Background: an optimization exercise with open tools, aiming at small area, a short achievable clock period and few clock cycles. Do not read the settings as production practice.
In this exercise RTL edits were held to simulation tests only and were not proved equivalent to the original.
No activity file was given, so power comes from the tool's default toggle rates.

== run A ==
## servo_pwm_channel_generator
module servo_pwm_channel_generator
(
    input  logic                             clk,
    input  logic                             rst_n,
    input  logic                             req_valid,
    output logic                             req_ready,
    input  logic [spg_pkg::ACTION_W-1:0]     req_action,
    input  logic [spg_pkg::CH_W-1:0]         req_channel,
    input  logic [spg_pkg::PULSE_W-1:0]      req_pulse_us,
    output logic                             rsp_valid,
    input  logic                             rsp_ready,
    output logic [spg_pkg::FREQ_W-1:0]       rsp_readback_us,
    output logic [spg_pkg::FREQ_W-1:0]       rsp_group_freq_hz,
    output logic [spg_pkg::PIN_W-1:0]        rsp_pin_levels,
    output logic                             rsp_channel_valid,
    input  logic                             cfg_valid,
    output logic                             cfg_ready,
    input  logic [spg_pkg::REG_IDX_W-1:0]    cfg_index,
    input  logic [spg_pkg::CFG_DATA_W-1:0]   cfg_data
);
clock: 7.0 ns
lec_check: 0
cap_margin: 20
core_margin: 2
core_utilization: 65
place_density: 0.75
setup_slack_margin: 2.0
slew_margin: 20
run.sh (not shown) runs the stock make flow with config.mk's settings and CLKGATE_MAP_FILE= SYNTH_SCRIPT=/design/flow/synth_recipe.tcl, a recipe that flattens the netlist after the stock synthesis.
Testbench counts of run A, summed over its fixed seeds: cycles 27,422.
### run A -> run B
- SETUP_SLACK_MARGIN changed from 2.0 to 3.0
- ABC_CLOCK_PERIOD_IN_PS newly set to 4000
## What came out
- Run A completed every stage of the flow, and the final layout passed the timing, design-rule and antenna checks.
- In summary, run B completed successfully, with a layout that passed the timing, design-rule and antenna checks.
- Clock network fraction of design power: run B vs run A down 4.1 points
- Taking run B as 1.0, run A lands at 0.904 on count of clock-buffer cells in the layout.
- Comparing run A against run B, there is no change at all in final-layout setup total negative slack.
- NOTE area of the multi-input gates run A->run B increased by a little under 10%
- Compared with run A, in run B via count higher, leakage power summed over all cells has increased, logic gate share of total power went up, post-route core utilization saw an increase.

Setup of the reference run:
servo_pwm_channel_generator, a different RTL version from the one above (not shown whole).
Size in the first run: ~2300 cells after synthesis, roughly 91 I/O pins, roughly 26000 um2 of cells after synthesis.
Settings: LEC_CHECK=0, CAP_MARGIN=20, CORE_MARGIN=2, CORE_UTILIZATION=50, PLACE_DENSITY=0.65, SETUP_SLACK_MARGIN=3.5, SLEW_MARGIN=20; clock period 7.0 ns.
Testbench counts of the reference run, summed over its fixed seeds: cycles 27,929.
The following lists how the trial run was set up differently from the reference run:
-- flow/config.mk --
<<< the reference run, line 10
export CORE_UTILIZATION = 50
export PLACE_DENSITY = 0.65
>>> the trial run, line 10
export CORE_UTILIZATION = 50
export CTS_BUF_LIST = sky130_fd_sc_hd__clkbuf_4 sky130_fd_sc_hd__clkbuf_8
export PLACE_DENSITY = 0.65
Results
Against the reference run, count of clock-buffer cells in the layout in the trial run rose by more than half. Compared to the reference run, the trial run has post-CTS resize count about 20% lower. Sort the reference run and the trial run by global-route wire length before repair, descending, and the trial run comes first. Compared with the reference run, the trial run shows final cell count without fillers higher by 51. Looking at slowest library cell on the worst path, the or3_4 result is from the reference run; the a211oi_2 one comes from the trial run.

## 04-02
servo_pwm_channel_generator, a different RTL version from the one above (not shown whole).
Size in the first run: roughly 2500 cells after synthesis, ~91 I/O pins.
Settings: LEC_CHECK=0, CAP_MARGIN=20, CORE_MARGIN=2, CORE_UTILIZATION=50, CTS_BUF_LIST=sky130_fd_sc_hd__clkbuf_4 sky130_fd_sc_hd__clkbuf_8, PLACE_DENSITY=0.65, SETUP_SLACK_MARGIN=4.0, SLEW_MARGIN=20, TNS_END_PERCENT=10; clock period 7.0 ns.
Testbench counts of 04-02, summed over its fixed seeds: cycles 25,959.
The inputs of 05-05 differ from those of 04-02 as listed below.
- a change of SETUP_SLACK_MARGIN from 4.0 to 3.5
- a deleted TNS_END_PERCENT that had been 10
### Flow results
05-05 | status: complete | timing, DRC, antenna: pass
The final reports for 05-05 and 04-02 show post-CTS setup buffer count lower in the former.
05-05 does better than 04-02 on register-to-register path setup slack.
On total design power, 05-05 tracks 04-02 almost exactly.
Compared with 04-02, 05-05 shows a lower clock network latency to the later pin of the worst-skew pair.
05-05 improves on 04-02 in final design instance area without fill.
Final instance count without filler cells: 04-02 and 05-05 compared, higher one is 04-02
The wire length of the first global-routing pass on 05-05 is in line with that on 04-02.
Number of H-tree branching levels across 04-02 and 05-05: no real change.

==> what the ideal ports hide <==
Ports are ideal in the flow. The routed layouts listed here were re-timed in OpenROAD. Step 1, drivers: a clkbuf_16 drives clk and a buf_2 each remaining input, both assumed. Step 2 adds t to the input delays and takes it off the output delays; t is the mean of the earliest and latest rising clock arrival at the registers after step 1. Input paths then give back, and output paths get back, about the clock's delay inside the block. Three values: ideal, step 1, step 2; two values: the first two.
run	t (ns)	setup slack, ns	hold slack, ns	worst setup path after step 2
run A	0.667	2.044 / 1.983 / 1.644	0.460 / 0.460 / 0.460	input to register
run B	0.666	2.354 / 2.354 / 2.354	0.442 / 0.442 / 0.442	register to register
the reference run	0.677	3.405 / 3.433 / 2.756	0.480 / 0.480 / 0.480	input to register
the trial run	0.746	3.466 / 3.426 / 2.759	0.483 / 0.483 / 0.483	input to register
04-02	0.740	3.427 / 3.446 / 2.706	0.509 / 0.509 / 0.509	input to register
05-05	0.718	3.341 / 3.358 / 2.640	0.520 / 0.520 / 0.520	input to register
After both steps every run listed still meets setup and hold. For 04-02, which loses most, drivers alone change the setup slack by +0.019 ns; drivers and shift together by -0.721 ns.
